This design comes from an exercise in tuning for small area on the open sky130 flow, not from production work.
At most, simulation tests tie the RTL to the original design; equivalence was not proved.
The RTL of runs 1 and 2 was laid out without a check of its function.
Power and IR drop assume default switching activity. No driver is modelled on the clock port, so clocking that relies on it looks cheaper here than on a real chip.

**design/flow/flow/run.sh**
```bash
#!/bin/bash
# The standard layout (standard.sh), with two changes passed through the
# environment: clock tree synthesis without dummy loads and with clustering
# of our own choice, and the smallest buffer for the port buffers.
export CTS_ARGS="-sink_clustering_enable -repair_clock_nets -dont_use_dummy_load -buf_list sky130_fd_sc_hd__clkbuf_8 -sink_clustering_size 18 -sink_clustering_max_diameter 60"
export BUFFER_PORTS_ARGS="-buffer_cell sky130_fd_sc_hd__buf_1"
bash standard.sh > standard_sh.log 2>&1
```
**design/flow/standard.sh**
```bash
#!/bin/bash
# synth_recipe.tcl (not shown) runs the flow's synth.tcl, then flattens the netlist and writes it again
# the make line also repeats each setting of config.mk as NAME=value (left out here)
make -C /OpenROAD-flow-scripts/flow DESIGN_CONFIG=/design/flow/config.mk WORK_HOME=/design/flow/orfs CLKGATE_MAP_FILE= SYNTH_SCRIPT=/design/flow/synth_recipe.tcl "${@:-finish}"
```
**design/flow/config.mk**
```make
export PLATFORM = sky130hd
export DESIGN_NAME = gray_window_3x3
export DESIGN_NICKNAME = gray_window_3x3
export VERILOG_FILES = /design/flow/design.v
export SDC_FILE = /design/flow/constraint.sdc
export NUM_CORES = 4
export LEC_CHECK = 0
export CAP_MARGIN = 5
export CORE_MARGIN = 2
export CORE_UTILIZATION = 50
export PLACE_DENSITY = 0.6
export SLEW_MARGIN = 5
```
**design/flow/constraint.sdc**
```tcl
create_clock -name core_clock -period 10.0 [get_ports {clk}]
set_input_delay 2.0000 -clock core_clock [delete_from_list [all_inputs] [get_ports {clk}]]
set_output_delay 2.0000 -clock core_clock [all_outputs]
set_load 0.01 [all_outputs]
```
**design/flow/design.v**
```verilog
package img_params_pkg;
  localparam int IMG_WIDTH_DEF  = 220;
  localparam int IMG_HEIGHT_DEF = 220;
  localparam int DATA_WIDTH_DEF = 8;
  localparam int WIN_ELEMS  = 9;
  localparam int WIN_CENTRE = 4;
  typedef enum logic [2:0] {
    ST_IDLE   = 3'd0,
    ST_ACTIVE = 3'd1,
    ST_EOL    = 3'd2,
    ST_FLUSH  = 3'd3,
    ST_DONE   = 3'd4
  } gw_state_e;
endpackage
module gray_line_ram #(
  parameter int DEPTH = 443,
  parameter int DW    = 8
) (
  input  logic                clk,
  input  logic                en,
  input  logic                en0,
  input  logic [DW-1:0]       din,
  output logic [DEPTH*DW-1:0] q
);
  logic [DW-1:0]           head_q;
  logic [(DEPTH-1)*DW-1:0] tail_q;
  always_ff @(posedge clk) begin
    if (en || en0) head_q <= din;
    if (en)        tail_q <= {tail_q[(DEPTH-2)*DW-1:0], head_q};
  end
  assign q = {tail_q, head_q};
endmodule
import img_params_pkg::*;
module gray_window_3x3 #(
  parameter int IMG_WIDTH  = img_params_pkg::IMG_WIDTH_DEF,
  parameter int IMG_HEIGHT = img_params_pkg::IMG_HEIGHT_DEF,
  parameter int DATA_WIDTH = img_params_pkg::DATA_WIDTH_DEF
) (
  input  logic                              clk,
  input  logic                              rstn,
  input  logic                              start,
  input  logic                              in_valid,
  input  logic [DATA_WIDTH-1:0]             in_data,
  output logic                              in_ready,
  output logic                              win_valid,
  output logic [9*DATA_WIDTH-1:0]           win_data,
  output logic [$clog2(IMG_HEIGHT)-1:0]     out_row,
  output logic [$clog2(IMG_WIDTH)-1:0]      out_col,
  output logic                              busy,
  output logic                              done
);
  localparam int DW    = DATA_WIDTH;
  localparam int W     = IMG_WIDTH;
  localparam int AW    = $clog2(IMG_WIDTH);
  localparam int RW    = $clog2(IMG_HEIGHT);
  localparam int DEPTH = 2 * W + 3;
  img_params_pkg::gw_state_e    state_q, state_d;
  logic [AW-1:0]                ccol_q, ccol_d;
  logic [RW-1:0]                crow_q, crow_d;
  logic                         win_valid_q, win_valid_d;
  logic                         done_q, done_d;
  logic                         in_ready_q, in_ready_d;
  logic                         accept;
  logic                         first;
  logic                         shift_en;
  logic [DEPTH*DW-1:0]          line_q;
  logic                         pt, pb, pl, pr;
  assign accept   = in_valid && in_ready_q;
  assign first    = (ccol_q == AW'(W - 1));
  assign shift_en = (accept && !first) || (state_q == ST_EOL) ||
                    (state_q == ST_FLUSH);
  gray_line_ram #(.DEPTH(DEPTH), .DW(DW)) u_line (
    .clk  (clk),
    .en   (shift_en),
    .en0  (accept),
    .din  (~in_data),
    .q    (line_q)
  );
  always_comb begin
    state_d     = state_q;
    ccol_d      = ccol_q;
    crow_d      = crow_q;
    win_valid_d = 1'b0;
    done_d      = 1'b0;
    case (state_q)
      ST_IDLE: begin
        if (start) begin
          state_d = ST_ACTIVE;
          ccol_d  = AW'(W - 1);
          crow_d  = RW'(-2);
        end
      end
      ST_ACTIVE: begin
        if (accept) begin
          ccol_d = (ccol_q == AW'(W)) ? '0 : ccol_q + AW'(1);
          if (first) crow_d = crow_q + RW'(1);
          else       win_valid_d = (crow_q != '1);
          if (ccol_q == AW'(W - 3)) state_d = ST_EOL;
        end
      end
      ST_EOL: begin
        ccol_d      = AW'(W - 1);
        win_valid_d = (crow_q != '1);
        state_d     = (crow_q == RW'(IMG_HEIGHT - 2)) ? ST_FLUSH : ST_ACTIVE;
      end
      ST_FLUSH: begin
        win_valid_d = 1'b1;
        crow_d      = RW'(IMG_HEIGHT - 1);
        if (crow_q != RW'(IMG_HEIGHT - 1)) ccol_d = '0;
        else                               ccol_d = ccol_q + AW'(1);
        if (crow_q == RW'(IMG_HEIGHT - 1) && ccol_q == AW'(W - 2))
          state_d = ST_DONE;
      end
      ST_DONE: begin
        state_d = ST_IDLE;
        done_d  = 1'b1;
      end
      default: state_d = ST_IDLE;
    endcase
    in_ready_d = (state_d == ST_ACTIVE);
  end
  always_ff @(posedge clk or negedge rstn) begin
    if (!rstn) begin
      state_q     <= ST_IDLE;
      win_valid_q <= 1'b0;
      done_q      <= 1'b0;
      in_ready_q  <= 1'b0;
    end else begin
      state_q     <= state_d;
      win_valid_q <= win_valid_d;
      done_q      <= done_d;
      in_ready_q  <= in_ready_d;
    end
  end
  always_ff @(posedge clk) begin
    ccol_q <= ccol_d;
    crow_q <= crow_d;
  end
  assign pt = (crow_q == '0);
  assign pb = (crow_q == RW'(IMG_HEIGHT - 1));
  assign pl = (ccol_q == '0);
  assign pr = (ccol_q == AW'(W - 1));
  for (genvar gi = 0; gi < 3; gi++) begin : g_r
    for (genvar gj = 0; gj < 3; gj++) begin : g_c
      localparam int K = 3*gi + gj;
      localparam int P = (2 - gi) * W + (2 - gj);
      logic kill;
      assign kill = (gi == 0 && pt) || (gi == 2 && pb) ||
                    (gj == 0 && pl) || (gj == 2 && pr);
      assign win_data[DW*K +: DW] = ~(line_q[DW*P +: DW] | {DW{kill}});
    end
  end
  assign in_ready  = in_ready_q;
  assign win_valid = win_valid_q;
  assign out_row   = crow_q;
  assign out_col   = ccol_q;
  assign busy      = (state_q != ST_IDLE);
  assign done      = done_q;
endmodule
```
==> flow_metrics.env, run 1 <==
export IMPL_status="timing/DRC/antenna clean"
export IMPL_power_density_nw_per_um2=193
export IMPL_yosys_most_used_dff="edfxtp_1"
export IMPL_finalSetupViolCount=0
export IMPL_path_clk_slew_ps=100
export IMPL_crit_chain="inv_1 > ha_1 > or4b_4 > nor4_4 > buf_4 > or2_1 > nor2_1 > buf_1"
export IMPL_grt_usage_pct=10.8
export IMPL_worst_slew_pin_slew_ps=1130
export IMPL_place_congestion=0.724
export IMPL_setup_ws_ps=4530
export IMPL_coreArea_um2=215000
export IMPL_grt_pass1_wl_um=189000
export IMPL_die_area_um2=220000
export IMPL_fin_nets=4134
export IMPL_clock_sinks=3566
export IMPL_max_stage_delay_ps=480
export IMPL_path_buf_inv=3
export IMPL_p_total_mw=22.3
export IMPL_cp_top_family="simple AND/OR/NAND/NOR gates"
export IMPL_cts_resized=0
export IMPL_syn_area_um2=108000
export IMPL_routed_wl_um=120000
export IMPL_ys_async_sr_fraction_pct=0.168
export IMPL_postCtsSetupRepairBufs=0
export IMPL_synth_nets=3782
export IMPL_first_global_vias=32900
export IMPL_finalCritPeriodShare_pct=54.7
export IMPL_cts_root_buf="clkbuf_8"
export IMPL_leakage_nw=45.7
export IMPL_cts_tree="yes"
export IMPL_wl_per_cell_um=17.3
export IMPL_vias_per_cell=4.93
export IMPL_vias=34300
export IMPL_relSlewSlack_pct=24.5
export IMPL_busiest_layer="met1"
export IMPL_synth_seq_cells=3566
export IMPL_p_sw_mw=3.97
export IMPL_finalCriticalPeriod_ps=5470
export IMPL_yosysUniqueCellTypes=39
export IMPL_crit_arrival_ps=3470
export IMPL_path_max_fanout=8
export IMPL_cp_required_ps=8000
export IMPL_yosysWarnings=2
export IMPL_pin_count=104
export IMPL_worstSkewPairLatency_ps=960
export IMPL_overflow=0
export IMPL_placementRows=170
export IMPL_internal_power_mw=18.3
export IMPL_hold_viol=0
export IMPL_syn_area_per_cell_um2=28.7
export IMPL_ys_seq_area_share_pct=99.0
export IMPL_met3_usage_pct=2.56
export IMPL_use_met1_pct=18.9
export IMPL_antenna_found_initial=8
export IMPL_grtUsageMet2_pct=13.1
export IMPL_grt_max_degree=207
export IMPL_startpoint_type="register"
export IMPL_fmax_ghz=0.183
export IMPL_swShare_pct=17.8
export IMPL_fill_cells=15800
export IMPL_synth_cells=3763
export IMPL_rsz0062_at_grt="no"
export IMPL_maxSlewViolCount=0
export IMPL_die_h_um=469
export IMPL_drc=0
export IMPL_drt_first_pass_iters=5
export IMPL_dp_slack_ps=4920
export IMPL_fin_setup_tns_ps=0
export IMPL_start_util_pct=50.3
export IMPL_cts_hold_buf=0
export IMPL_min_path_type="register to register"
export IMPL_drt_iter0_drc=3836
export IMPL_p_clk_share_pct=26.8
export IMPL_crit_type="register to output port"
export IMPL_port_buffers=103
export IMPL_end_kind="output port"
export IMPL_seqPwrFrac_pct=73.2
export IMPL_syn2layout_area_growth_pct=6.90
export IMPL_cts_buffer_depth=3
export IMPL_die_x_um=469
export IMPL_hpwl_um=51400
export IMPL_cp_slowest_cell="edfxtp_1"
export IMPL_cap_violations=0
export IMPL_skew_ps=74.1
export IMPL_antenna_left=0
export IMPL_synth_edf_count=3560
export IMPL_htreeDepth=4
export IMPL_layout_drive_gt1_share_pct=6.47
export IMPL_power_frac_comb_pct=0
export IMPL_cts_buffers=226
export IMPL_peakVddDrop_v=0.000147
final timing paths:
path                            cells past startpoint                          start  slack [ps]                            end
worst max-delay path                                8            ccol_q[0]$_DFFE_PP_        4530                    win_data[0]
worst min-delay path                                0  u_line.tail_q[1657]$_DFFE_PP_         340  u_line.tail_q[1665]$_DFFE_PP_
worst max register to register                      5            ccol_q[3]$_DFFE_PP_        6130  u_line.tail_q[1783]$_DFFE_PP_
worst min register to register                      0  u_line.tail_q[1657]$_DFFE_PP_         340  u_line.tail_q[1665]$_DFFE_PP_
max in group asynchronous                           1                           rstn        8820           state_q[1]$_DFF_PN0_
min in group asynchronous                           1                           rstn         890           in_ready_q$_DFF_PN0_
registers in the layout, indices dropped and copies added, names as in the netlist:
| signal | flops |
|---|---|
| ccol_q | 8 |
| crow_q | 8 |
| done_q | 1 |
| in_ready_q | 1 |
| state_q | 3 |
| u_line.head_q | 8 |
| u_line.tail_q | 3536 |
| win_valid_q | 1 |
logic make-up after synthesis:
family | count (synthesis) | share of synthesized area, %
fa+ha+maj | 7 | 0.0810
xor+xnor | 12 | 0.0972
buf+inv | 33 | 0.131
simple gates | 123 | 0.555
compound gates | 21 | 0.119
mux | 1 | 0.00926
flops | 3566 | 99.0
cell usage in the layout, fill, tap and decap left out, types with 2 or more instances in the layout:
cell type and instances:
nor2b_1 2, and3_1 11, nand3_1 8, dfrtp_1 6
clkbuf_8 226, buf_4 15, a21oi_1 4, inv_1 23
edfxtp_1 3560, diode_2 8, buf_1 103, xnor2_1 3
and2_1 3, or3_1 2, xor2_1 9, o21ai_0 9
a31oi_1 2, nor3_1 2, ha_1 7, or2_1 2
or2_2 2, nand2b_1 2, nor2_1 68, buf_12 16
nor2_2 2, nand2_1 9
metal layers:
layer | routed length [µm] | vias up
met5 | 0 | -
met3 | 6130 | 229
li1 | - | 15600
met2 | 46700 | 530
met4 | 3000 | 0
met1 | 64500 | 17900
area by class of cell:
type / count / area, µm² / share of cell area [%]
flip-flops and latches: 3566 / 107000 / 92.6
multi-input cells: 164 / 951 / 0.823
repair buffers: 134 / 820 / 0.709
diodes: 8 / 20.0 / 0.0173
clock buffers: 226 / 3110 / 2.69
well taps: 2838 / 3550 / 3.07
inverters: 23 / 86.3 / 0.0747
stage by stage:
step                      utilization [%]  hold slack [ps]  std cells  cell area (µm²)
final                                53.8              344       6959           116000
after global routing                 53.8              330       6958           116000
after floorplan                         -              400       3763           108000
after detailed placement             52.3              405       6725           112000
after CTS                            53.8              339       6951           116000
after global placement               52.3              400       6725           112000
cells in the mapped netlist, drive strengths merged (2+ instances only):
cell type,instances,area share [%]
xnor2,3,0.024
nand2b,2,0.012
edfxtp,3560,99
nand2,10,0.035
a21oi,4,0.019
nor2b,2,0.012
and3,11,0.064
nor4,2,0.025
a31oi,2,0.012
buf,4,0.030
ha,7,0.081
nor3,2,0.0093
xor2,9,0.073
or3,2,0.012
clkbuf,6,0.021
dfrtp,6,0.14
o21ai,10,0.046
nand3,8,0.037
nor2,70,0.25
or2,4,0.023
inv,23,0.080
and2,3,0.017
power by group through the flow:
stage / registers, mW / clock network, mW / logic, mW
6_report: 16.3 / 5.96 / 0.00293
5_1_grt: 16.3 / 6.87 / 0.00348
4_1_cts: 16.3 / 6.38 / 0.00298
3_5_place_dp: 16.6 / 0 / 0.00298
3_3_place_gp: 16.6 / 0 / 0.00275
2_1_floorplan: 16.6 / 0 / 0.000535
==> inputs of run 2 (changes only) <==
==> design/flow/flow/run.sh (replaced) <==
#!/bin/bash
# The standard layout (standard.sh), with two changes passed through the
# environment: clock tree synthesis without dummy loads and with clustering
# of our own choice, and the smallest buffer for the port buffers.
export CTS_ARGS="-sink_clustering_enable -repair_clock_nets -dont_use_dummy_load -buf_list sky130_fd_sc_hd__clkbuf_8 -sink_clustering_size 16 -sink_clustering_max_diameter 80"
export BUFFER_PORTS_ARGS="-buffer_cell sky130_fd_sc_hd__buf_1"
bash standard.sh > standard_sh.log 2>&1
--- a/design/flow/config.mk
+++ b/design/flow/config.mk
@@ -5,8 +5,8 @@
 export SDC_FILE = /design/flow/constraint.sdc
 export NUM_CORES = 4
 export LEC_CHECK = 0
-export CAP_MARGIN = 5
+export CAP_MARGIN = 20
 export CORE_MARGIN = 2
 export CORE_UTILIZATION = 50
 export PLACE_DENSITY = 0.6
-export SLEW_MARGIN = 5
+export SLEW_MARGIN = 20
==> run 2 against run 1 <==
Clock skew is 24 ps higher. Synthesized area stayed put. Non-clock buffer count stayed put. First-iteration DRC count is 1.9% higher. Critical path type unchanged. Highest routed layer unchanged.
==> flow_metrics.env, run 2 <==
export IMPL_status="timing/DRC/antenna clean"
export IMPL_synth_edf_count=3560
export IMPL_largest_reg_flops=3536
export IMPL_grt_max_degree=207
export IMPL_cp_slowest_cell="edfxtp_1"
export IMPL_synth_common_cells="3,560 x edfxtp_1, 68 x nor2_1, 23 x inv_1"
export IMPL_synth_top_cell_area_share_pct=98.9
export IMPL_hold_ws_ps=369
export IMPL_syn2layout_area_growth_pct=7.09
export IMPL_swShare_pct=17.9
export IMPL_worst_slew_pin_slew_ps=1120
export IMPL_reg2reg_slack_ps=6090
export IMPL_clock_sinks=3566
export IMPL_rsz0062_at_grt="no"
export IMPL_power_density_nw_per_um2=194
export IMPL_crit_type="register to output port"
export IMPL_drt_first_pass_iters=5
export IMPL_vias_per_cell=4.93
export IMPL_vias=34300
export IMPL_htreeDepth=4
export IMPL_path_buf_inv=3
export IMPL_min_path_type="register to register"
export IMPL_cap_violations=0
export IMPL_cts_tree="yes"
export IMPL_placementRows=170
export IMPL_syn_area_um2=108000
export IMPL_synthTopCellsByArea="edfxtp_1 99%, nor2_1 0.24%, dfrtp_1 0.14%"
export IMPL_worstSkewPairLatency_ps=980
export IMPL_die_area_um2=220000
export IMPL_cp_depth=8
export IMPL_crit_arrival_ps=3470
export IMPL_path_clk_slew_ps=100
export IMPL_ys_async_sr_fraction_pct=0.168
export IMPL_final_cell_mix="3,560 x edfxtp_1, 241 x clkbuf_8, 103 x buf_1"
export IMPL_antenna_found_initial=8
export IMPL_end_kind="output port"
export IMPL_antenna_left=0
export IMPL_skew_ps=98.2
export IMPL_yosysTopAreaCell="edfxtp_1"
export IMPL_final_common_cell="edfxtp_1"
export IMPL_regMostFlops="u_line.tail_q"
export IMPL_relSlewSlack_pct=25.5
export IMPL_yosysMostFrequentCell="edfxtp_1"
export IMPL_path_max_fanout=8
export IMPL_drc=0
export IMPL_startpoint_type="register"
export IMPL_yosysWarnings=2
export IMPL_fin_nets=4149
export IMPL_layout_drive_gt1_share_pct=6.81
export IMPL_fill_cells=15700
export IMPL_power_frac_comb_pct=0
export IMPL_die_x_um=469
export IMPL_reg2reg_from="ccol_q[3]$_DFFE_PP_"
export IMPL_routed_wl_um=121000
export IMPL_cp_top_family="simple AND/OR/NAND/NOR gates"
export IMPL_p_sw_mw=4.01
export IMPL_finalSetupViolCount=0
export IMPL_cts_buffers=241
export IMPL_fmax_ghz=0.183
export IMPL_r2r_end="u_line.tail_q[1623]$_DFFE_PP_"
export IMPL_syn_area_per_cell_um2=28.7
export IMPL_seqPwrFrac_pct=72.7
export IMPL_finalCriticalPeriod_ps=5470
export IMPL_overflow=0
export IMPL_cts_hold_buf=0
export IMPL_drt_iter0_drc=3910
export IMPL_start_util_pct=50.3
export IMPL_first_global_vias=33100
export IMPL_internal_power_mw=18.4
export IMPL_fin_setup_tns_ps=0
export IMPL_cp_required_ps=8000
export IMPL_finalCritPeriodShare_pct=54.7
export IMPL_ys_seq_area_share_pct=99.0
export IMPL_crit_end="win_data[0]"
export IMPL_wl_per_cell_um=17.3
export IMPL_hold_viol=0
export IMPL_pin_count=104
export IMPL_peakVddDrop_v=0.000142
export IMPL_synth_seq_cells=3566
export IMPL_crit_start="ccol_q[0]$_DFFE_PP_"
export IMPL_synth_cells=3763
export IMPL_postCtsSetupRepairBufs=0
export IMPL_grt_pass1_wl_um=189000
export IMPL_cts_resized=0
export IMPL_yosys_most_used_dff="edfxtp_1"
export IMPL_max_stage_delay_ps=480
export IMPL_port_buffers=103
export IMPL_p_clk_share_pct=27.3
export IMPL_cts_buffer_depth=3
export IMPL_maxSlewViolCount=0
export IMPL_synth_nets=3782
export IMPL_grt_usage_pct=10.8
export IMPL_leakage_nw=45.8
export IMPL_die_h_um=469
export IMPL_hpwl_um=51400
export IMPL_coreArea_um2=215000
export IMPL_place_congestion=0.724
export IMPL_yosysUniqueCellTypes=39
export IMPL_rr_worst_depth=5
export IMPL_cts_root_buf="clkbuf_8"
export IMPL_crit_chain="inv_1 > ha_1 > or4b_4 > nor4_4 > buf_4 > or2_1 > nor2_1 > buf_1"
run 2: cell types whose count changed in the layout (fill, tap and decap cells not counted):
cell / change
buf_6: +1
diode_2: -3
buf_4: -1
clkbuf_8: +15
run 2: worst reg2reg max path: stages, from the launching register on:
cell and delay [ps]:
edfxtp_1 520, and4bb_2 310, and3_1 270, o21ai_4 550, buf_12 720, buf_12 920
run 2: routing by layer:
metal  part of all wire [%]  GRT usage (%)  wire length, µm  up-vias
met5                      0              0                0        -
met4                    2.7           3.72             3270        0
met3                    4.5           2.51             5460      270
met2                     39           13.1            47100      541
met1                     54           18.9            65100    17900
li1                       -              -                -    15700
run 2: cell type report:
class	count	area (µm²)	area share, %
Antenna cell	5	12.5	0.0108
Clock buffer	241	3320	2.86
Inverter	23	86.3	0.0746
Sequential cell	3566	107000	92.5
Timing Repair Buffer	134	823	0.711
Tap cell	2838	3550	3.07
Multi-Input combinational cell	164	951	0.821
run 2: kinds of logic after synthesis:
group | Yosys count | synth area share (%)
mux | 1 | 0.00926
flops | 3566 | 99.0
buf+inv | 33 | 0.131
simple gates | 123 | 0.555
compound gates | 21 | 0.119
xor+xnor | 12 | 0.0972
fa+ha+maj | 7 | 0.0810
run 2: worst min path at each step:
stage	from	endpoint	slack, ps	cells after the start
final	u_line.tail_q[1545]$_DFFE_PP_	u_line.tail_q[1553]$_DFFE_PP_	370	0
after global routing	u_line.tail_q[1241]$_DFFE_PP_	u_line.tail_q[1249]$_DFFE_PP_	360	0
after CTS	u_line.tail_q[1545]$_DFFE_PP_	u_line.tail_q[1553]$_DFFE_PP_	350	0
after detailed placement	u_line.tail_q[1012]$_DFFE_PP_	u_line.tail_q[1020]$_DFFE_PP_	400	0
after global placement	u_line.tail_q[1125]$_DFFE_PP_	u_line.tail_q[1133]$_DFFE_PP_	400	0
after floorplan	u_line.tail_q[992]$_DFFE_PP_	u_line.tail_q[1000]$_DFFE_PP_	400	0
run 2: power by group through the flow:
stage / combinational, mW / clock, mW / sequential [mW]
6_report: 0.00294 / 6.13 / 16.3
3_5_place_dp: 0.00298 / 0 / 16.6
2_1_floorplan: 0.000535 / 0 / 16.6
4_1_cts: 0.00298 / 6.56 / 16.3
3_3_place_gp: 0.00275 / 0 / 16.6
5_1_grt: 0.00348 / 7.03 / 16.3
run 2: through the flow:
| stage | area, µm² | total power, mW | setup slack [ps] | util (%) | instances |
|---|---|---|---|---|---|
| after floorplan | 108000 | 16.6 | -49590 | - | 3763 |
| after global placement | 112000 | 16.6 | 4960 | 52.3 | 6725 |
| after detailed placement | 112000 | 16.6 | 4920 | 52.3 | 6725 |
| after CTS | 116000 | 22.9 | 4240 | 53.9 | 6966 |
| after global routing | 116000 | 23.3 | 4160 | 53.9 | 6971 |
| final | 116000 | 22.4 | 4530 | 53.9 | 6971 |
==> inputs of run 3 (changes only) <==
--- a/design/flow/design.v
+++ b/design/flow/design.v
@@ -23,12 +23,14 @@
   output logic [DEPTH*DW-1:0] q
 );
   logic [DW-1:0]           head_q;
-  logic [(DEPTH-1)*DW-1:0] tail_q;
+  logic [(DEPTH-2)*DW-1:0] mid_q;
+  logic [DW-1:0]           last_q;
   always_ff @(posedge clk) begin
     if (en || en0) head_q <= din;
-    if (en)        tail_q <= {tail_q[(DEPTH-2)*DW-1:0], head_q};
+    if (en)        mid_q  <= {mid_q[(DEPTH-3)*DW-1:0], head_q};
+    last_q <= mid_q[(DEPTH-2)*DW-1 -: DW];
   end
-  assign q = {tail_q, head_q};
+  assign q = {last_q, mid_q, head_q};
 endmodule
 import img_params_pkg::*;
 module gray_window_3x3 #(
==> design/flow/flow/run.sh (replaced) <==
#!/bin/bash
# The standard layout (standard.sh), with two changes passed through the
# environment: clock tree synthesis without dummy loads and with clustering
# of our own choice, and the smallest buffer for the port buffers.
export CTS_ARGS="-sink_clustering_enable -repair_clock_nets -dont_use_dummy_load -buf_list sky130_fd_sc_hd__clkbuf_8 -sink_clustering_size 17 -sink_clustering_max_diameter 50"
export BUFFER_PORTS_ARGS="-buffer_cell sky130_fd_sc_hd__buf_1"
bash standard.sh > standard_sh.log 2>&1
==> run 3 against run 2 <==
Still clean on timing, DRC and antenna. Clock-buffer cell count increased by 60. Fmax decreased by 4.2%. First-iteration DRC count decreased by 1.6%. Non-clock buffer count unchanged. Utilization increased by 0.41 points. Clock power increased by 11%. Total power increased by 64%. Sequential power increased by 69%. Sequential cell count unchanged. Die area about the same. Synthesized cell count increased by 0.11%. Critical path type unchanged. Largest power group unchanged.
==> flow_metrics.env, run 3 <==
export IMPL_hpwl_um=50900
export IMPL_final_cell_mix="3,552 x edfxtp_1, 301 x clkbuf_8, 103 x buf_1"
export IMPL_rsz0062_at_grt="no"
export IMPL_worstSkewPairLatency_ps=990
export IMPL_swShare_pct=22.1
export IMPL_cts_buffer_depth=4
export IMPL_synth_seq_cells=3566
export IMPL_power_density_nw_per_um2=315
export IMPL_place_congestion=0.752
export IMPL_final_common_cell="edfxtp_1"
export IMPL_fin_setup_tns_ps=0
export IMPL_seqPwrFrac_pct=74.9
export IMPL_startpoint_type="register"
export IMPL_synthTopCellsByArea="edfxtp_1 99%, nor2_1 0.26%, dfxtp_1 0.15%"
export IMPL_ys_seq_area_share_pct=99.0
export IMPL_rr_worst_depth=7
export IMPL_port_buffers=103
export IMPL_placementRows=170
export IMPL_synth_simple_area_share_pct=0.547
export IMPL_synth_top_cell_area_share_pct=98.7
export IMPL_largest_reg_flops=3528
export IMPL_reg2reg_from="ccol_q[0]$_DFFE_PP_"
export IMPL_path_buf_inv=1
export IMPL_yosysUniqueCellTypes=35
export IMPL_seq_area_um2=107000
export IMPL_min_path_type="register to register"
export IMPL_multiInputGateArea_um2=953
export IMPL_cp_top_family="simple AND/OR/NAND/NOR gates"
export IMPL_path_max_fanout=10
export IMPL_antenna_left=0
export IMPL_dp_slack_ps=4680
export IMPL_grt_max_degree=206
export IMPL_hold_ws_ps=360
export IMPL_regMostFlops="u_line.mid_q"
export IMPL_p_sw_mw=8.13
export IMPL_drt_first_pass_iters=5
export IMPL_cts_resized=0
export IMPL_r2r_end="u_line.mid_q[1592]$_DFFE_PP_"
export IMPL_instances_no_fill=7040
export IMPL_htreeDepth=5
export IMPL_yosysWarnings=2
export IMPL_max_stage_delay_ps=760
export IMPL_grt_usage_pct=10.9
export IMPL_yosys_most_used_dff="edfxtp_1"
export IMPL_wl_per_cell_um=17.2
export IMPL_syn_area_um2=108000
export IMPL_cap_violations=0
export IMPL_yosysTopAreaCell="edfxtp_1"
export IMPL_finalCriticalPeriod_ps=5710
export IMPL_layout_drive_gt1_share_pct=8.13
export IMPL_drt_iter0_drc=3849
export IMPL_crit_chain="or4_4 > nor3b_4 > or2_1 > nor2_1 > buf_1"
export IMPL_pin_count=104
export IMPL_synth_xor_area_share_pct=0.0973
export IMPL_cts_tree="yes"
export IMPL_synth_edf_count=3552
export IMPL_status="timing/DRC/antenna clean"
export IMPL_finalCritPeriodShare_pct=57.1
export IMPL_leakage_nw=37.8
export IMPL_crit_type="register to output port"
export IMPL_synth_top_family_by_area="simple AND/OR/NAND/NOR gates"
export IMPL_ys_async_sr_fraction_pct=0.168
export IMPL_setup_ws_ps=4290
export IMPL_yosysMostFrequentCell="edfxtp_1"
export IMPL_reg2reg_slack_ps=5860
export IMPL_worst_slew_pin_slew_ps=1110
export IMPL_antenna_found_initial=6
export IMPL_placed_cells=6730
export IMPL_drc=0
export IMPL_path_clk_slew_ps=100
export IMPL_cp_slowest_cell="or2_1"
export IMPL_relSlewSlack_pct=25.8
export IMPL_synth_nets=3786
export IMPL_peakVddDrop_v=0.000216
export IMPL_end_kind="output port"
export IMPL_synth_fa_ha_area_share_pct=0.0811
export IMPL_fill_cells=15500
export IMPL_overflow=0
export IMPL_power_frac_comb_pct=6.5
export IMPL_skew_ps=79.1
export IMPL_postCtsSetupRepairBufs=0
export IMPL_maxSlewViolCount=0
export IMPL_clock_sinks=3566
export IMPL_cts_root_buf="clkbuf_8"
export IMPL_routed_wl_um=121000
export IMPL_die_x_um=469
export IMPL_grt_pass1_wl_um=190000
export IMPL_coreArea_um2=215000
export IMPL_crit_start="ccol_q[6]$_DFFE_PP_"
export IMPL_vias=34700
export IMPL_die_area_um2=220000
export IMPL_synth_compound_area_share_pct=0.116
export IMPL_vias_per_cell=4.93
export IMPL_fmax_ghz=0.175
export IMPL_finalSetupViolCount=0
export IMPL_cts_buffers=301
export IMPL_start_util_pct=50.3
export IMPL_synth_common_cells="3,552 x edfxtp_1, 74 x nor2_1, 24 x inv_1"
export IMPL_syn_area_per_cell_um2=28.7
export IMPL_synth_cells=3767
export IMPL_first_global_vias=33300
export IMPL_p_clk_share_pct=18.5
export IMPL_cts_hold_buf=0
export IMPL_internal_power_mw=28.6
export IMPL_synth_mux_area_share_pct=0
export IMPL_fin_nets=4214
export IMPL_cp_depth=5
export IMPL_hold_viol=0
export IMPL_cp_required_ps=8000
export IMPL_crit_arrival_ps=3710
export IMPL_syn2layout_area_growth_pct=7.90
export IMPL_crit_end="win_data[2]"
export IMPL_die_h_um=469
[run 3: cell count changes after synthesis, sizes merged, moves of 2 or more]
cell	change
nor4	+2
edfxtp	-8
a31oi	-2
and3	-5
dfxtp	+8
nor3	+5
xor2	-2
nor2	+4
xnor2	+2
nand3	+2
nand2	+2
and2	-3
[run 3: power by group through the flow]
| stage | clock (mW) | combinational [mW] | sequential (mW) |
|---|---|---|---|
| after floorplan | 0 | 0.840 | 25.7 |
| after global placement | 0 | 2.41 | 27.8 |
| after detailed placement | 0 | 2.49 | 27.7 |
| after CTS | 7.27 | 2.47 | 27.7 |
| after global routing | 7.76 | 2.70 | 28.2 |
| final | 6.81 | 2.40 | 27.5 |
[run 3: per-stage QoR]
| step | util, % | power, mW | cell area [µm²] |
|---|---|---|---|
| 3_3_place_gp | 52.4 | 30.2 | 112000 |
| 6_report | 54.3 | 36.7 | 117000 |
| 4_1_cts | 54.3 | 37.4 | 117000 |
| 2_1_floorplan | - | 26.5 | 108000 |
| 3_5_place_dp | 52.4 | 30.2 | 112000 |
| 5_1_grt | 54.3 | 38.7 | 117000 |
[run 3: worst min-delay path by stage]
stage	slack (ps)	start	endpoint	depth (start not counted)
after floorplan	350	u_line.mid_q[3520]$_DFFE_PP_	u_line.last_q[0]$_DFF_P_	0
after global routing	360	u_line.mid_q[2422]$_DFFE_PP_	u_line.mid_q[2430]$_DFFE_PP_	0
final	360	u_line.mid_q[2845]$_DFFE_PP_	u_line.mid_q[2853]$_DFFE_PP_	0
after global placement	350	u_line.mid_q[3523]$_DFFE_PP_	u_line.last_q[3]$_DFF_P_	0
after detailed placement	360	u_line.mid_q[3526]$_DFFE_PP_	u_line.last_q[6]$_DFF_P_	0
after CTS	360	u_line.mid_q[1500]$_DFFE_PP_	u_line.mid_q[1508]$_DFFE_PP_	0
[run 3: routing by layer]
metal / track usage, % / share of wire [%] / routed length, µm
met1: 18.8 / 54 / 65700
met2: 12.9 / 38 / 46000
met3: 2.67 / 4.6 / 5610
met4: 4.57 / 3.4 / 4070
met5: 0 / 0 / 0
[run 3: final cells by class]
class                           instances  share of cell area (%)
Antenna cell                            9                  0.0193
Clock buffer                          301                    3.55
Inverter                               24                  0.0773
Multi-Input combinational cell        168                   0.818
Sequential cell                      3566                    91.8
Tap cell                             2838                    3.05
Timing Repair Buffer                  134                   0.703
[run 3: cells by family after synthesis]
family / Yosys count
DFF: 3566
and+or+nand+nor: 128
buffers and inverters: 33
AOI/OAI and AO/OA: 21
xor gates and xnor gates: 12
adders and majority gates: 7
[run 3: worst register-to-register path, stage by stage, from the launching register on]
cell and delay (ps):
edfxtp_1 520, ha_1 310, inv_1 110, nor3_4 40, buf_4 260, o21ai_4 650
buf_4 850, buf_4 950
==> inputs of run 4 (changes only) <==
--- a/design/flow/design.v
+++ b/design/flow/design.v
@@ -18,17 +18,22 @@
 ) (
   input  logic                clk,
   input  logic                en,
+  input  logic                hold,
   input  logic                en0,
+  input  logic                ph,
   input  logic [DW-1:0]       din,
   output logic [DEPTH*DW-1:0] q
 );
-  logic [DW-1:0]           head_q;
-  logic [(DEPTH-2)*DW-1:0] mid_q;
-  logic [DW-1:0]           last_q;
+  localparam int MW = (DEPTH - 2) * DW;
+  logic [DW-1:0] head_q;
+  logic [MW-1:0] mid_q;
+  logic [DW-1:0] last_q;
+  logic [MW-1:0] mid_in;
+  assign mid_in = {mid_q[MW-DW-1:0], head_q ^ {DW{ph}}};
   always_ff @(posedge clk) begin
     if (en || en0) head_q <= din;
-    if (en)        mid_q  <= {mid_q[(DEPTH-3)*DW-1:0], head_q};
-    last_q <= mid_q[(DEPTH-2)*DW-1 -: DW];
+    mid_q  <= ~(({MW{hold}} | mid_in) & ({MW{en}} | mid_q));
+    last_q <= mid_q[MW-1 -: DW];
   end
   assign q = {last_q, mid_q, head_q};
 endmodule
@@ -62,20 +67,25 @@
   logic                         win_valid_q, win_valid_d;
   logic                         done_q, done_d;
   logic                         in_ready_q, in_ready_d;
+  logic                         ph_q;
   logic                         accept;
   logic                         first;
-  logic                         shift_en;
+  logic                         shift_en, shift_hold;
   logic [DEPTH*DW-1:0]          line_q;
   logic                         pt, pb, pl, pr;
   assign accept   = in_valid && in_ready_q;
   assign first    = (ccol_q == AW'(W - 1));
   assign shift_en = (accept && !first) || (state_q == ST_EOL) ||
                     (state_q == ST_FLUSH);
+  assign shift_hold = (!in_valid || !in_ready_q || first) &&
+                      (state_q != ST_EOL) && (state_q != ST_FLUSH);
   gray_line_ram #(.DEPTH(DEPTH), .DW(DW)) u_line (
     .clk  (clk),
     .en   (shift_en),
+    .hold (shift_hold),
     .en0  (accept),
-    .din  (~in_data),
+    .ph   (ph_q),
+    .din  (in_data),
     .q    (line_q)
   );
   always_comb begin
@@ -127,11 +137,13 @@
       win_valid_q <= 1'b0;
       done_q      <= 1'b0;
       in_ready_q  <= 1'b0;
+      ph_q        <= 1'b0;
     end else begin
       state_q     <= state_d;
       win_valid_q <= win_valid_d;
       done_q      <= done_d;
       in_ready_q  <= in_ready_d;
+      ph_q        <= !ph_q;
     end
   end
   always_ff @(posedge clk) begin
@@ -149,7 +161,12 @@
       logic kill;
       assign kill = (gi == 0 && pt) || (gi == 2 && pb) ||
                     (gj == 0 && pl) || (gj == 2 && pr);
-      assign win_data[DW*K +: DW] = ~(line_q[DW*P +: DW] | {DW{kill}});
+      localparam bit HAS_PH = (P != 0);
+      localparam bit INV_PH = (P == DEPTH - 1);
+      logic ph_k;
+      assign ph_k = HAS_PH && (ph_q ^ INV_PH);
+      assign win_data[DW*K +: DW] = (line_q[DW*P +: DW] ^ {DW{ph_k}}) &
+                                    {DW{!kill}};
     end
   end
   assign in_ready  = in_ready_q;
==> design/flow/flow/run.sh (replaced) <==
#!/bin/bash
# The standard layout (standard.sh), with two changes passed through the
# environment: clock tree synthesis without dummy loads and with clustering
# of our own choice, and the smallest buffer for the port buffers.
export CTS_ARGS="-sink_clustering_enable -repair_clock_nets -dont_use_dummy_load -buf_list sky130_fd_sc_hd__clkbuf_8 -sink_clustering_size 18 -sink_clustering_max_diameter 60"
export BUFFER_PORTS_ARGS="-buffer_cell sky130_fd_sc_hd__buf_1"
bash standard.sh > standard_sh.log 2>&1
--- a/design/flow/config.mk
+++ b/design/flow/config.mk
@@ -10,3 +10,4 @@
 export CORE_UTILIZATION = 50
 export PLACE_DENSITY = 0.6
 export SLEW_MARGIN = 20
+export SYNTH_HIERARCHICAL = 1
==> run 4 against run 3 <==
Still clean. Clock-buffer cell count down 82. Sequential power decreased by 48%. Critical path type unchanged. Sequential cell count is 1 higher. Fmax up 15%. Clock power is 14% lower.
==> flow_metrics.env, run 4 <==
export IMPL_status="timing/DRC/antenna clean"
export IMPL_port_buffers=103
export IMPL_worstSkewPairLatency_ps=980
export IMPL_ys_seq_area_share_pct=70.7
export IMPL_yosysUniqueCellTypes=37
export IMPL_antenna_left=0
export IMPL_rsz0062_at_grt="no"
export IMPL_cp_required_ps=8000
export IMPL_layout_drive_gt1_share_pct=3.55
export IMPL_maxSlewViolCount=0
export IMPL_synthTopCellsByArea="dfxtp_1 70%, o22ai_1 22%, buf_6 3.6%"
export IMPL_power_density_nw_per_um2=197
export IMPL_fmax_ghz=0.201
export IMPL_crit_type="register to output port"
export IMPL_path_max_fanout=10
export IMPL_cap_violations=0
export IMPL_die_area_um2=207000
export IMPL_cts_hold_buf=0
export IMPL_wl_met2_um=64600
export IMPL_synth_compound_area_share_pct=21.9
export IMPL_top_layer_used="met4"
export IMPL_yosys_most_used_dff="dfxtp_1"
export IMPL_place_congestion=0.740
export IMPL_power_frac_comb_pct=0.3
export IMPL_yosysTopAreaCell="dfxtp_1"
export IMPL_largest_reg_flops=3528
export IMPL_synth_seq_cells=3567
export IMPL_finalCriticalPeriod_ps=4970
export IMPL_peakVddDrop_v=0.000142
export IMPL_grt_pass1_wl_um=256000
export IMPL_yosysMostFrequentCell="dfxtp_1"
export IMPL_final_cell_mix="3,536 x dfxtp_1, 3,529 x o22ai_1, 219 x clkbuf_8"
export IMPL_syn_area_um2=101000
export IMPL_cts_buffers=219
export IMPL_synth_top_cell_area_share_pct=69.8
export IMPL_p_sw_mw=3.99
export IMPL_min_path_type="register to register"
export IMPL_synth_mux_area_share_pct=0
export IMPL_regMostFlops="u_line.mid_q"
export IMPL_wl_per_cell_um=14.1
export IMPL_synth_fa_ha_area_share_pct=0.0863
export IMPL_ys_async_sr_fraction_pct=0.196
export IMPL_first_global_vias=56300
export IMPL_drc=0
export IMPL_drt_iter0_drc=3229
export IMPL_placed_cell_area_um2=99800
export IMPL_grt_usage_pct=13.8
export IMPL_die_h_um=454
export IMPL_crit_chain="inv_1 > ha_1 > nor2b_1 > and3_1 > or2_1 > nor2_1 > buf_1"
export IMPL_grt_max_degree=258
export IMPL_path_clk_slew_ps=100
export IMPL_postCtsSetupRepairBufs=0
export IMPL_fin_setup_tns_ps=0
export IMPL_antenna_found_initial=2
export IMPL_final_common_cell="dfxtp_1"
export IMPL_synth_cells=8150
export IMPL_swShare_pct=19.7
export IMPL_start_util_pct=50.3
export IMPL_routed_wl_um=147000
export IMPL_synth_common_cells="3,536 x dfxtp_1, 3,529 x o22ai_1, 453 x buf_2"
export IMPL_crit_arrival_ps=2970
export IMPL_skew_ps=84.4
export IMPL_cts_resized=0
export IMPL_vias_per_cell=5.68
export IMPL_cp_slowest_cell="edfxtp_1"
export IMPL_htreeDepth=4
export IMPL_vias=59100
export IMPL_placementRows=165
export IMPL_overflow=0
export IMPL_fin_util_pct=51.0
export IMPL_synth_top_family_by_area="compound AO/OA/AOI/OAI gates"
export IMPL_hold_viol=0
export IMPL_internal_power_mw=16.3
export IMPL_finalSetupViolCount=0
export IMPL_clock_sinks=3567
export IMPL_finalCritPeriodShare_pct=49.7
export IMPL_end_kind="output port"
export IMPL_synth_xor_area_share_pct=0.725
export IMPL_met1_length_um=74700
export IMPL_die_x_um=454
export IMPL_cts_buffer_depth=3
export IMPL_coreArea_um2=202000
export IMPL_synth_nets=8169
export IMPL_pin_count=104
export IMPL_p_clk_share_pct=29.0
export IMPL_relSlewSlack_pct=20.8
export IMPL_leakage_nw=38.2
export IMPL_final_area_um2=103000
export IMPL_syn_area_per_cell_um2=12.4
export IMPL_yosysWarnings=8
export IMPL_drt_first_pass_iters=5
export IMPL_syn2layout_area_growth_pct=1.42
export IMPL_synth_simple_area_share_pct=0.631
export IMPL_fin_nets=7737
export IMPL_fill_cells=17700
export IMPL_wl_met3_um=4310
export IMPL_startpoint_type="register"
export IMPL_worst_slew_pin_slew_ps=1190
export IMPL_synth_edf_count=24
export IMPL_cts_root_buf="clkbuf_8"
export IMPL_cts_tree="yes"
export IMPL_max_stage_delay_ps=520
export IMPL_hpwl_um=76200
export IMPL_seqPwrFrac_pct=70.7
## run 4: cell families (layout without fill, tap and decap cells)
| family | Yosys count | after routing |
|---|---|---|
| AOI/OAI and AO/OA | 3551 | 3551 |
| and+or+nand+nor | 130 | 130 |
| DFF | 3567 | 3567 |
| adders and majority gates | 7 | 7 |
| other | 0 | 6 |
| buffers and inverters | 811 | 377 |
| xor gates and xnor gates | 84 | 84 |
## run 4: worst max-delay path: cells and delay by family, from the launching register on
kind | cells | cell delay (ps)
adders and majority gates | 1 | 150
buffers and inverters | 2 | 270
DFF | 1 | 520
and+or+nand+nor | 4 | 1050
## run 4: path summary, 6_finish.rpt
kind	startpoint	slack (ps)	depth (start not counted)	endpoint
min in group asynchronous	rstn	940	1	state_q[1]$_DFF_PN0_
hold reg to reg	u_line.mid_q[3525]$_DFF_P_	390	0	u_line.last_q[5]$_DFF_P_
setup / recovery	ccol_q[0]$_DFFE_PP_	5030	7	win_data[3]
hold / removal	u_line.mid_q[3525]$_DFF_P_	390	0	u_line.last_q[5]$_DFF_P_
setup reg to reg	ccol_q[5]$_DFFE_PP_	5990	7	u_line.mid_q[2223]$_DFF_P_
max in group asynchronous	rstn	8660	1	ph_q$_DFF_PN0_
## run 4: area by class of cell
cell class / instances / area [µm²] / share of cell area (%)
multi-input combinational: 3772 / 23700 / 23.0
antenna: 6 / 15.0 / 0.0146
clock buffer: 219 / 3010 / 2.93
inverter: 7 / 26.3 / 0.0255
sequential: 3567 / 71700 / 69.7
tap: 2672 / 3340 / 3.25
timing repair buffer: 151 / 1110 / 1.08
## run 4: power by group through the flow
stage / combinational (mW) / clock [mW] / sequential (mW)
after global placement: 0.0517 / 0 / 14.7
after global routing: 0.0632 / 6.72 / 14.4
after floorplan: 0.0454 / 0 / 14.7
after CTS: 0.0558 / 6.25 / 14.3
after detailed placement: 0.0554 / 0 / 14.7
final: 0.0548 / 5.88 / 14.3
## run 4: through the flow
stage | hold WS [ps] | std cells | total power [mW] | worst slack [ps]
6_report | 389 | 10400 | 20.3 | 5030
5_1_grt | 398 | 10400 | 21.1 | 4750
4_1_cts | 380 | 10400 | 20.6 | 4860
3_5_place_dp | 374 | 10200 | 14.7 | 5070
3_3_place_gp | 375 | 10200 | 14.7 | 5130
2_1_floorplan | 365 | 8150 | 14.7 | 6260
## run 4: layer usage
metal / track usage (%) / vias to the layer above
met5: 0 / -
met4: 4.03 / 0
met3: 2.54 / 263
met2: 22.8 / 372
met1: 18.4 / 28000
li1: - / 30500
==> inputs of run 5 (changes only) <==
==> design/flow/flow/run.sh (replaced) <==
#!/bin/bash
# The standard layout (standard.sh), with two changes passed through the
# environment: clock tree synthesis without dummy loads and with clustering
# of our own choice, and the smallest buffer for the port buffers.
export CTS_ARGS="-sink_clustering_enable -repair_clock_nets -dont_use_dummy_load -buf_list sky130_fd_sc_hd__clkbuf_16 -sink_clustering_size 30 -sink_clustering_max_diameter 70"
export BUFFER_PORTS_ARGS="-buffer_cell sky130_fd_sc_hd__buf_1"
bash standard.sh > standard_sh.log 2>&1
--- a/design/flow/config.mk
+++ b/design/flow/config.mk
@@ -7,7 +7,7 @@
 export LEC_CHECK = 0
 export CAP_MARGIN = 20
 export CORE_MARGIN = 2
-export CORE_UTILIZATION = 50
-export PLACE_DENSITY = 0.6
+export CORE_UTILIZATION = 60
+export PLACE_DENSITY = 0.7
 export SLEW_MARGIN = 20
 export SYNTH_HIERARCHICAL = 1
==> run 5 against run 4 <==
Sequential share of layout area is 0.058 points higher. First-iteration DRC count is 7.2% higher. Routed wire length is 1.0% lower. Clock power is 8.8% higher. Critical path type unchanged. Largest power group unchanged.
==> flow_metrics.env, run 5 <==
export IMPL_status="timing/DRC/antenna clean"
export IMPL_synth_common_cells="3,536 x dfxtp_1, 3,529 x o22ai_1, 453 x buf_2"
export IMPL_yosys_most_used_dff="dfxtp_1"
export IMPL_die_area_um2=172000
export IMPL_vias=58800
export IMPL_port_buffers=103
export IMPL_finalCritPeriodShare_pct=48.4
export IMPL_worst_slew_pin_slew_ps=1150
export IMPL_start_util_pct=60.5
export IMPL_grt_max_degree=283
export IMPL_fin_util_pct=61.3
export IMPL_grt_usage_pct=16.3
export IMPL_path_clk_slew_ps=100
export IMPL_first_global_vias=56000
export IMPL_cts_buffer_depth=3
export IMPL_yosysMostFrequentCell="dfxtp_1"
export IMPL_antenna_found_initial=1
export IMPL_syn_area_per_cell_um2=12.4
export IMPL_htreeDepth=4
export IMPL_path_buf_inv=1
export IMPL_rsz0062_at_grt="no"
export IMPL_cp_slowest_cell="and3_1"
export IMPL_final_cell_mix="3,536 x dfxtp_1, 3,529 x o22ai_1, 141 x clkbuf_16"
export IMPL_synth_nets=8169
export IMPL_largest_reg_flops=3528
export IMPL_yosysUniqueCellTypes=37
export IMPL_finalSetupViolCount=0
export IMPL_ys_seq_area_share_pct=70.7
export IMPL_pin_count=104
export IMPL_skew_ps=71.5
export IMPL_clock_sinks=3567
export IMPL_ys_async_sr_fraction_pct=0.196
export IMPL_setup_ws_ps=5160
export IMPL_layout_drive_gt1_share_pct=2.55
export IMPL_dp_slack_ps=4870
export IMPL_cp_top_family="simple AND/OR/NAND/NOR gates"
export IMPL_hold_viol=0
export IMPL_die_h_um=415
export IMPL_cts_root_buf="clkbuf_16"
export IMPL_overflow=0
export IMPL_fin_nets=7658
export IMPL_coreArea_um2=168000
export IMPL_regMostFlops="u_line.mid_q"
export IMPL_synth_cells=8150
export IMPL_crit_chain="nor4bb_1 > and3_1 > nor2_1 > and2_1 > buf_1"
export IMPL_p_total_mw=20.8
export IMPL_cts_resized=0
export IMPL_hpwl_um=78600
export IMPL_maxSlewViolCount=0
export IMPL_synth_edf_count=24
export IMPL_crit_arrival_ps=2840
export IMPL_cts_tree="yes"
export IMPL_cts_buffers=141
export IMPL_syn2layout_area_growth_pct=1.34
export IMPL_die_x_um=415
export IMPL_startpoint_type="register"
export IMPL_yosysWarnings=8
export IMPL_hold_ws_ps=376
export IMPL_finalCriticalPeriod_ps=4840
export IMPL_placementRows=150
export IMPL_antenna_left=0
export IMPL_vias_per_cell=5.97
export IMPL_peakVddDrop_v=0.000171
export IMPL_synth_top_cell_area_share_pct=69.8
export IMPL_drt_iter0_drc=3461
export IMPL_min_path_type="register to register"
export IMPL_max_stage_delay_ps=570
export IMPL_routed_wl_um=145000
export IMPL_final_common_cell="dfxtp_1"
export IMPL_power_density_nw_per_um2=202
export IMPL_fmax_ghz=0.207
export IMPL_wl_per_cell_um=14.8
export IMPL_yosysTopAreaCell="dfxtp_1"
export IMPL_end_kind="output port"
export IMPL_synth_seq_cells=3567
export IMPL_cts_hold_buf=0
export IMPL_path_max_fanout=13
export IMPL_syn_area_um2=101000
export IMPL_worstSkewPairLatency_ps=790
export IMPL_grt_pass1_wl_um=252000
export IMPL_cap_violations=0
export IMPL_drc=0
export IMPL_postCtsSetupRepairBufs=0
export IMPL_fin_setup_tns_ps=0
export IMPL_drt_first_pass_iters=5
export IMPL_place_congestion=0.778
export IMPL_leakage_nw=38.3
export IMPL_synthTopCellsByArea="dfxtp_1 70%, o22ai_1 22%, buf_6 3.6%"
export IMPL_cp_required_ps=8000
export IMPL_relSlewSlack_pct=23.6
export IMPL_crit_type="register to output port"
run 5: through the flow:
| stage | cell area, µm² | std cells |
|---|---|---|
| final | 103000 | 9842 |
| after global placement | 99200 | 9698 |
| after global routing | 103000 | 9842 |
| after CTS | 103000 | 9839 |
| after floorplan | 101000 | 8150 |
| after detailed placement | 99200 | 9698 |
run 5: worst register-to-register path, cell delays in order (launching register included):
cell	delay [ps]
edfxtp_1	490
and4bb_4	420
and3_1	210
nand2_1	170
a21oi_4	510
buf_12	760
buf_12	1090
o22ai_1	260
run 5: worst paths after layout:
path                       slack, ps  cells after the start                        from                         to
setup reg to reg                5920                      7         ccol_q[5]$_DFFE_PP_  u_line.mid_q[475]$_DFF_P_
hold / removal                   380                      0  u_line.mid_q[3524]$_DFF_P_   u_line.last_q[4]$_DFF_P_
max in group asynchronous       8560                      1                        rstn             ph_q$_DFF_PN0_
setup / recovery                5160                      5         crow_q[2]$_DFFE_PP_               win_data[69]
hold reg to reg                  380                      0  u_line.mid_q[3524]$_DFF_P_   u_line.last_q[4]$_DFF_P_
min in group asynchronous       1110                      1                        rstn             ph_q$_DFF_PN0_
run 5: per-layer routing:
metal  GRT usage, %  wire, µm  vias to the layer above
met5              0         0                        -
met4           4.29      2890                        0
met3           2.42      3110                      182
met2           28.0     66600                      318
met1           21.4     72900                    27900
li1               -         -                    30400
run 5: report_power, final:
group | leakage, nW | switching, mW | internal [mW]
Clock | 1.74 | 3.86 | 2.55
Combinational | 4.12 | 0.0203 | 0.0347
Sequential | 32.5 | 0.0476 | 14.3
run 5: cell families (layout without fill, tap and decap cells):
kind of cell,after synthesis,after routing,synth area share (%)
other cells,0,1,0
buf+inv,811,298,6.01
compound gates,3551,3551,21.9
flops,3567,3567,70.7
fa+ha+maj,7,7,0.0863
simple gates,130,130,0.631
xor+xnor,84,84,0.725
run 5: layout make-up:
class                           instances  area (µm²)
Sequential cell                      3567       71700
Fill cell                           13100       64800
Multi-Input combinational cell       3772       23700
Clock buffer                          141        3530
Tap cell                             2204        2760
Timing Repair Buffer                  150        1120
Inverter                                7        26.3
Antenna cell                            1        2.50
==> inputs of run 6 (changes only) <==
==> design/flow/flow/run.sh (replaced) <==
#!/bin/bash
# The standard layout (standard.sh), with two changes passed through the
# environment: clock tree synthesis without dummy loads and with clustering
# of our own choice, and the smallest buffer for the port buffers.
export CTS_ARGS="-sink_clustering_enable -repair_clock_nets -dont_use_dummy_load -buf_list sky130_fd_sc_hd__clkbuf_8 -sink_clustering_size 18 -sink_clustering_max_diameter 50"
export BUFFER_PORTS_ARGS="-buffer_cell sky130_fd_sc_hd__buf_1"
bash standard.sh > standard_sh.log 2>&1
--- a/design/flow/config.mk
+++ b/design/flow/config.mk
@@ -7,7 +7,7 @@
 export LEC_CHECK = 0
 export CAP_MARGIN = 20
 export CORE_MARGIN = 2
-export CORE_UTILIZATION = 60
-export PLACE_DENSITY = 0.7
+export CORE_UTILIZATION = 65
+export PLACE_DENSITY = 0.75
 export SLEW_MARGIN = 20
 export SYNTH_HIERARCHICAL = 1
==> run 6 against run 5 <==
Still clean. Clock-buffer cell count is 83 higher. Synthesized cell count stayed put. Register-to-register slack hardly changed. Die area is 7.6% lower. Worst hold slack worse by 16 ps. Cell area is 0.61% lower. Final cell count is 0.76% lower. Fmax is 1.1% lower. Sequential cell count stayed put. Critical path type unchanged. Largest cell class unchanged.
==> flow_metrics.env, run 6 <==
export IMPL_leakage_nw=38.2
export IMPL_crit_type="register to output port"
export IMPL_synth_common_cells="3,536 x dfxtp_1, 3,529 x o22ai_1, 453 x buf_2"
export IMPL_cap_violations=0
export IMPL_start_util_pct=65.6
export IMPL_die_area_um2=159000
export IMPL_synth_edf_count=24
export IMPL_synthTopCellsByArea="dfxtp_1 70%, o22ai_1 22%, buf_6 3.6%"
export IMPL_min_path_type="register to register"
export IMPL_die_x_um=399
export IMPL_relSlewSlack_pct=22.7
export IMPL_startpoint_type="register"
export IMPL_hold_depth=1
export IMPL_synth_fa_ha_area_share_pct=0.0863
export IMPL_die_h_um=399
export IMPL_cts_root_buf="clkbuf_8"
export IMPL_maxSlewViolCount=0
export IMPL_holdPathEnd="u_line.mid_q[49]$_DFF_P_"
export IMPL_cts_buffer_depth=3
export IMPL_crit_chain="nor4bb_1 > and3_1 > nor2_1 > and2_1 > buf_1"
export IMPL_end_kind="output port"
export IMPL_finalCritPeriodShare_pct=48.9
export IMPL_rr_worst_depth=7
export IMPL_worst_slew_pin_slew_ps=1160
export IMPL_synth_top_cell_area_share_pct=69.8
export IMPL_finalCriticalPeriod_ps=4890
export IMPL_antenna_found_initial=2
export IMPL_cts_resized=0
export IMPL_yosysUniqueCellTypes=37
export IMPL_worstSkewPairLatency_ps=970
export IMPL_synth_cells=8150
export IMPL_synth_nets=8169
export IMPL_fmax_ghz=0.205
export IMPL_rsz0062_at_grt="no"
export IMPL_hp_start="u_line.mid_q[41]$_DFF_P_"
export IMPL_regMostFlops="u_line.mid_q"
export IMPL_drt_first_pass_iters=9
export IMPL_cp_slowest_cell="and3_1"
export IMPL_path_clk_slew_ps=100
export IMPL_vias=59100
export IMPL_synth_seq_cells=3567
export IMPL_status="timing/DRC/antenna clean"
export IMPL_synth_xor_area_share_pct=0.725
export IMPL_hold_viol=0
export IMPL_max_stage_delay_ps=530
export IMPL_cts_buffers=224
export IMPL_fin_nets=7741
export IMPL_crit_start="crow_q[2]$_DFFE_PP_"
export IMPL_vias_per_cell=6.05
export IMPL_syn2layout_area_growth_pct=0.717
export IMPL_port_buffers=103
export IMPL_largest_reg_flops=3528
export IMPL_path_max_fanout=13
export IMPL_routed_wl_um=145000
export IMPL_power_density_nw_per_um2=198
export IMPL_placementRows=144
export IMPL_reg2reg_from="ccol_q[3]$_DFFE_PP_"
export IMPL_grt_usage_pct=17.6
export IMPL_drt_iter0_drc=3504
export IMPL_peakVddDrop_v=0.000167
export IMPL_antenna_left=0
export IMPL_fin_util_pct=66.1
export IMPL_drc=0
export IMPL_hpwl_um=78800
export IMPL_layout_drive_gt1_share_pct=3.60
export IMPL_synth_compound_area_share_pct=21.9
export IMPL_r2r_end="u_line.mid_q[552]$_DFF_P_"
export IMPL_ys_seq_area_share_pct=70.7
export IMPL_clock_sinks=3567
export IMPL_final_cell_mix="3,536 x dfxtp_1, 3,529 x o22ai_1, 224 x clkbuf_8"
export IMPL_cts_tree="yes"
export IMPL_skew_ps=98.4
export IMPL_syn_area_um2=101000
export IMPL_cp_required_ps=8000
export IMPL_synth_top_family_by_area="compound AO/OA/AOI/OAI gates"
export IMPL_yosysWarnings=8
export IMPL_htreeDepth=4
export IMPL_finalSetupViolCount=0
export IMPL_postCtsSetupRepairBufs=0
export IMPL_yosysTopAreaCell="dfxtp_1"
export IMPL_coreArea_um2=155000
export IMPL_reg2reg_slack_ps=5920
export IMPL_synth_mux_area_share_pct=0
export IMPL_synth_simple_area_share_pct=0.631
export IMPL_yosysMostFrequentCell="dfxtp_1"
export IMPL_ys_async_sr_fraction_pct=0.196
export IMPL_wl_per_cell_um=14.9
export IMPL_grt_max_degree=300
export IMPL_final_common_cell="dfxtp_1"
export IMPL_fin_setup_tns_ps=0
export IMPL_first_global_vias=56400
export IMPL_syn_area_per_cell_um2=12.4
export IMPL_crit_arrival_ps=2890
export IMPL_pin_count=104
export IMPL_overflow=0
export IMPL_cts_hold_buf=0
export IMPL_yosys_most_used_dff="dfxtp_1"
export IMPL_path_buf_inv=1
export IMPL_cp_top_family="simple AND/OR/NAND/NOR gates"
export IMPL_place_congestion=0.788
export IMPL_grt_pass1_wl_um=251000
## run 6: cell counts after synthesis
No cell type changed its count.
## run 6: cell families (layout without fill, tap and decap cells)
kind of cell | Yosys count | in the layout
XOR/XNOR | 84 | 84
AO/OA/AOI/OAI | 3551 | 3551
flip-flops | 3567 | 3567
adder cells (fa/ha/maj) | 7 | 7
AND/OR/NAND/NOR | 130 | 130
buffers and inverters | 811 | 381
other | 0 | 3
## run 6: where the power goes
part / switching [mW] / total, mW / internal (mW)
Clock: 3.86 / 5.86 / 2.00
Sequential: 0.0475 / 14.3 / 14.3
Combinational: 0.0215 / 0.0562 / 0.0347
## run 6: layout make-up
class | instances | area [µm²]
sequential | 3567 | 71700
fill | 11400 | 52400
multi-input combinational | 3772 | 23700
clock buffer | 224 | 3080
tap | 2044 | 2560
timing repair buffer | 150 | 1120
inverter | 7 | 26.3
antenna | 3 | 7.51
## run 6: through the flow
step / setup WS, ps / power, mW / instances / hold WS, ps / instance area [µm²]
after CTS: 5010 / 20.5 / 9760 / 349 / 102000
after global placement: 4860 / 14.7 / 9536 / 370 / 99000
after global routing: 4790 / 21.0 / 9767 / 375 / 102000
final: 5110 / 20.3 / 9767 / 360 / 102000
after detailed placement: 4780 / 14.7 / 9536 / 376 / 99000
after floorplan: 6260 / 14.7 / 8150 / 365 / 101000
## run 6: per-layer routing
| metal | part of all wire (%) | up-vias | global-route usage (%) |
|---|---|---|---|
| met1 | 49 | 27900 | 23.2 |
| met2 | 46 | 460 | 30.0 |
| met4 | 2.1 | 0 | 5.04 |
| li1 | - | 30500 | - |
| met5 | 0 | - | 0 |
| met3 | 2.6 | 247 | 2.90 |
## run 6: worst max-delay path by stage
stage	slack [ps]	end	depth (start not counted)
global route	4790	win_data[50]	5
floorplan	6260	win_data[0]	8
global placement	4860	u_line.mid_q[560]$_DFF_P_	6
finish	5110	win_data[67]	5
CTS	5010	win_data[67]	5
detailed placement	4780	u_line.mid_q[256]$_DFF_P_	6
==> inputs of run 7 (changes only) <==
--- a/design/flow/config.mk
+++ b/design/flow/config.mk
@@ -7,7 +7,8 @@
 export LEC_CHECK = 0
 export CAP_MARGIN = 20
 export CORE_MARGIN = 2
-export CORE_UTILIZATION = 65
-export PLACE_DENSITY = 0.75
+export CORE_UTILIZATION = 60
+export GPL_ROUTABILITY_DRIVEN = 0
+export PLACE_DENSITY = 0.7
 export SLEW_MARGIN = 20
 export SYNTH_HIERARCHICAL = 1
==> run 7 against run 6 <==
Utilization fell by 5.0 points. Cell area rose by 0.20%. Final cell count rose by 1.6%.
==> flow_metrics.env, run 7 <==
export IMPL_wl_per_cell_um=14.7
export IMPL_synth_cells=8150
export IMPL_status="timing/DRC/antenna clean"
export IMPL_skew_ps=95.7
export IMPL_path_clk_slew_ps=100
export IMPL_cap_violations=0
export IMPL_yosysWarnings=8
export IMPL_synth_top_cell_area_share_pct=69.8
export IMPL_vias=59100
export IMPL_cts_buffers=225
export IMPL_antenna_left=0
export IMPL_die_h_um=415
export IMPL_fin_nets=7742
export IMPL_syn_area_per_cell_um2=12.4
export IMPL_drt_first_pass_iters=5
export IMPL_final_area_um2=102000
export IMPL_fmax_ghz=0.203
export IMPL_reg2reg_slack_ps=5890
export IMPL_coreArea_um2=168000
export IMPL_worst_slew_pin_slew_ps=1200
export IMPL_fin_setup_tns_ps=0
export IMPL_die_x_um=415
export IMPL_min_path_type="register to register"
export IMPL_syn_area_um2=101000
export IMPL_rsz0062_at_grt="no"
export IMPL_cts_root_buf="clkbuf_8"
export IMPL_antenna_found_initial=1
export IMPL_hold_ws_ps=381
export IMPL_finalCriticalPeriod_ps=4930
export IMPL_power_density_nw_per_um2=198
export IMPL_syn2layout_area_growth_pct=0.918
export IMPL_routed_wl_um=146000
export IMPL_r2r_end="u_line.mid_q[215]$_DFF_P_"
export IMPL_worstSkewPairLatency_ps=940
export IMPL_finalCritPeriodShare_pct=49.3
export IMPL_leakage_nw=38.2
export IMPL_yosysUniqueCellTypes=37
export IMPL_hpwl_um=78600
export IMPL_placed_cells=9698
export IMPL_relSlewSlack_pct=20.2
export IMPL_cts_buffer_depth=3
export IMPL_finalSetupViolCount=0
export IMPL_placementRows=150
export IMPL_cts_hold_buf=0
export IMPL_cp_required_ps=8000
export IMPL_crit_end="win_data[69]"
export IMPL_final_common_cell="dfxtp_1"
export IMPL_synth_seq_cells=3567
export IMPL_yosys_most_used_dff="dfxtp_1"
export IMPL_regMostFlops="u_line.mid_q"
export IMPL_path_max_fanout=13
export IMPL_final_cell_mix="3,536 x dfxtp_1, 3,529 x o22ai_1, 225 x clkbuf_8"
export IMPL_crit_type="register to output port"
export IMPL_crit_arrival_ps=2930
export IMPL_largest_reg_flops=3528
export IMPL_die_area_um2=172000
export IMPL_clock_sinks=3567
export IMPL_cts_resized=0
export IMPL_htreeDepth=4
export IMPL_synthTopCellsByArea="dfxtp_1 70%, o22ai_1 22%, buf_6 3.6%"
export IMPL_peakVddDrop_v=0.000160
export IMPL_grt_max_degree=283
export IMPL_postCtsSetupRepairBufs=0
export IMPL_ys_async_sr_fraction_pct=0.196
export IMPL_reg2reg_from="ccol_q[5]$_DFFE_PP_"
export IMPL_grt_pass1_wl_um=254000
export IMPL_hold_viol=0
export IMPL_start_util_pct=60.5
export IMPL_ys_seq_area_share_pct=70.7
export IMPL_port_buffers=103
export IMPL_synth_edf_count=24
export IMPL_overflow=0
export IMPL_fill_cells=13200
export IMPL_startpoint_type="register"
export IMPL_yosysMostFrequentCell="dfxtp_1"
export IMPL_drt_iter0_drc=3390
export IMPL_vias_per_cell=5.95
export IMPL_synth_nets=8169
export IMPL_grt_usage_pct=16.4
export IMPL_layout_drive_gt1_share_pct=3.61
export IMPL_crit_start="crow_q[2]$_DFFE_PP_"
export IMPL_maxSlewViolCount=0
export IMPL_rr_worst_depth=7
export IMPL_drc=0
export IMPL_dp_slack_ps=4870
export IMPL_instances_no_fill=9928
export IMPL_end_kind="output port"
export IMPL_yosysTopAreaCell="dfxtp_1"
export IMPL_placed_cell_area_um2=99200
export IMPL_cts_tree="yes"
export IMPL_setup_ws_ps=5070
export IMPL_first_global_vias=56500
export IMPL_pin_count=104
export IMPL_synth_common_cells="3,536 x dfxtp_1, 3,529 x o22ai_1, 453 x buf_2"
-- run 7: area by class of cell --
| class | count | area, µm² | share of cell area [%] |
|---|---|---|---|
| multi-input combinational | 3772 | 23700 | 23.1 |
| inverter | 7 | 26.3 | 0.0257 |
| tap | 2204 | 2760 | 2.69 |
| clock buffer | 225 | 3100 | 3.02 |
| sequential | 3567 | 71700 | 70.0 |
| antenna | 3 | 7.51 | 0.00733 |
| timing repair buffer | 150 | 1120 | 1.09 |
-- run 7: metrics by stage --
stage          util (%)  total power [mW]
2_1_floorplan         -              14.7
3_3_place_gp       59.2              14.7
3_5_place_dp       59.2              14.7
4_1_cts            61.1              20.6
5_1_grt            61.1              21.1
6_report           61.1              20.3
-- run 7: worst min path at each step --
| stage | startpoint | end | slack [ps] | depth (start not counted) |
|---|---|---|---|---|
| after detailed placement | u_line.mid_q[3523]$_DFF_P_ | u_line.last_q[3]$_DFF_P_ | 380 | 0 |
| after CTS | u_line.mid_q[2579]$_DFF_P_ | u_line.mid_q[2587]$_DFF_P_ | 380 | 1 |
| after floorplan | u_line.mid_q[3520]$_DFF_P_ | u_line.last_q[0]$_DFF_P_ | 360 | 0 |
| after global routing | u_line.mid_q[2579]$_DFF_P_ | u_line.mid_q[2587]$_DFF_P_ | 380 | 1 |
| final | u_line.mid_q[2579]$_DFF_P_ | u_line.mid_q[2587]$_DFF_P_ | 380 | 1 |
| after global placement | u_line.mid_q[3523]$_DFF_P_ | u_line.last_q[3]$_DFF_P_ | 370 | 0 |
-- run 7: worst max-delay path, stage by stage, from the launching register on --
cell and delay [ps]:
edfxtp_1 490, nor4bb_1 410, and3_1 570, nor2_1 230, and2_1 210, buf_1 130
-- run 7: cells by family (layout without fill, tap and decap cells) --
family	Yosys count	in the layout	synth area share, %
adders and majority gates	7	7	0.0863
buffers and inverters	811	382	6.01
other	0	3	0
AOI/OAI and AO/OA	3551	3551	21.9
and+or+nand+nor	130	130	0.631
xor gates and xnor gates	84	84	0.725
DFF	3567	3567	70.7
-- run 7: routing by layer --
| layer | share of wire [%] | wire length [µm] | vias to the layer above | global-route usage, % |
|---|---|---|---|---|
| met5 | 0 | 0 | - | 0 |
| met4 | 2.2 | 3280 | 0 | 4.81 |
| met3 | 2.7 | 3960 | 236 | 2.77 |
| met2 | 45 | 66000 | 396 | 27.8 |
| met1 | 50 | 72600 | 27900 | 21.5 |
| li1 | - | - | 30500 | - |
-- run 7: power by group --
| part | leakage (nW) | internal (mW) | switching [mW] |
|---|---|---|---|
| logic | 4.12 | 0.0347 | 0.0203 |
| clock network | 1.62 | 2.01 | 3.87 |
| registers | 32.5 | 14.3 | 0.0474 |
| total | 38.2 | 16.3 | 3.94 |

## afterwards: timing with drivers on the ports
No port has a modelled driver above. Below, the same layouts with a new extraction and two added sets of constraints. Step 1 assumes that a clkbuf_16 drives the clock port and a buf_2 every other input. Step 2 times the ports against the registers' clock, not the clock port: input delays grow and output delays shrink by t, the midpoint of the rising clock arrivals with the driver on. Three values: ideal ports, drivers, drivers and shift; two values: the first two.
run	t (ns)	slack for setup (ns)
run 1	1.005	4.531 / 4.457 / 4.937
run 2	1.008	4.531 / 4.456 / 4.949
run 3	1.049	4.294 / 4.218 / 4.753
run 4	1.013	5.028 / 4.953 / 4.970
run 5	0.842	5.164 / 5.086 / 4.788
run 6	0.968	5.112 / 5.039 / 4.712
run 7	0.979	5.069 / 4.995 / 4.810
After both steps setup and hold are still met in every run listed.
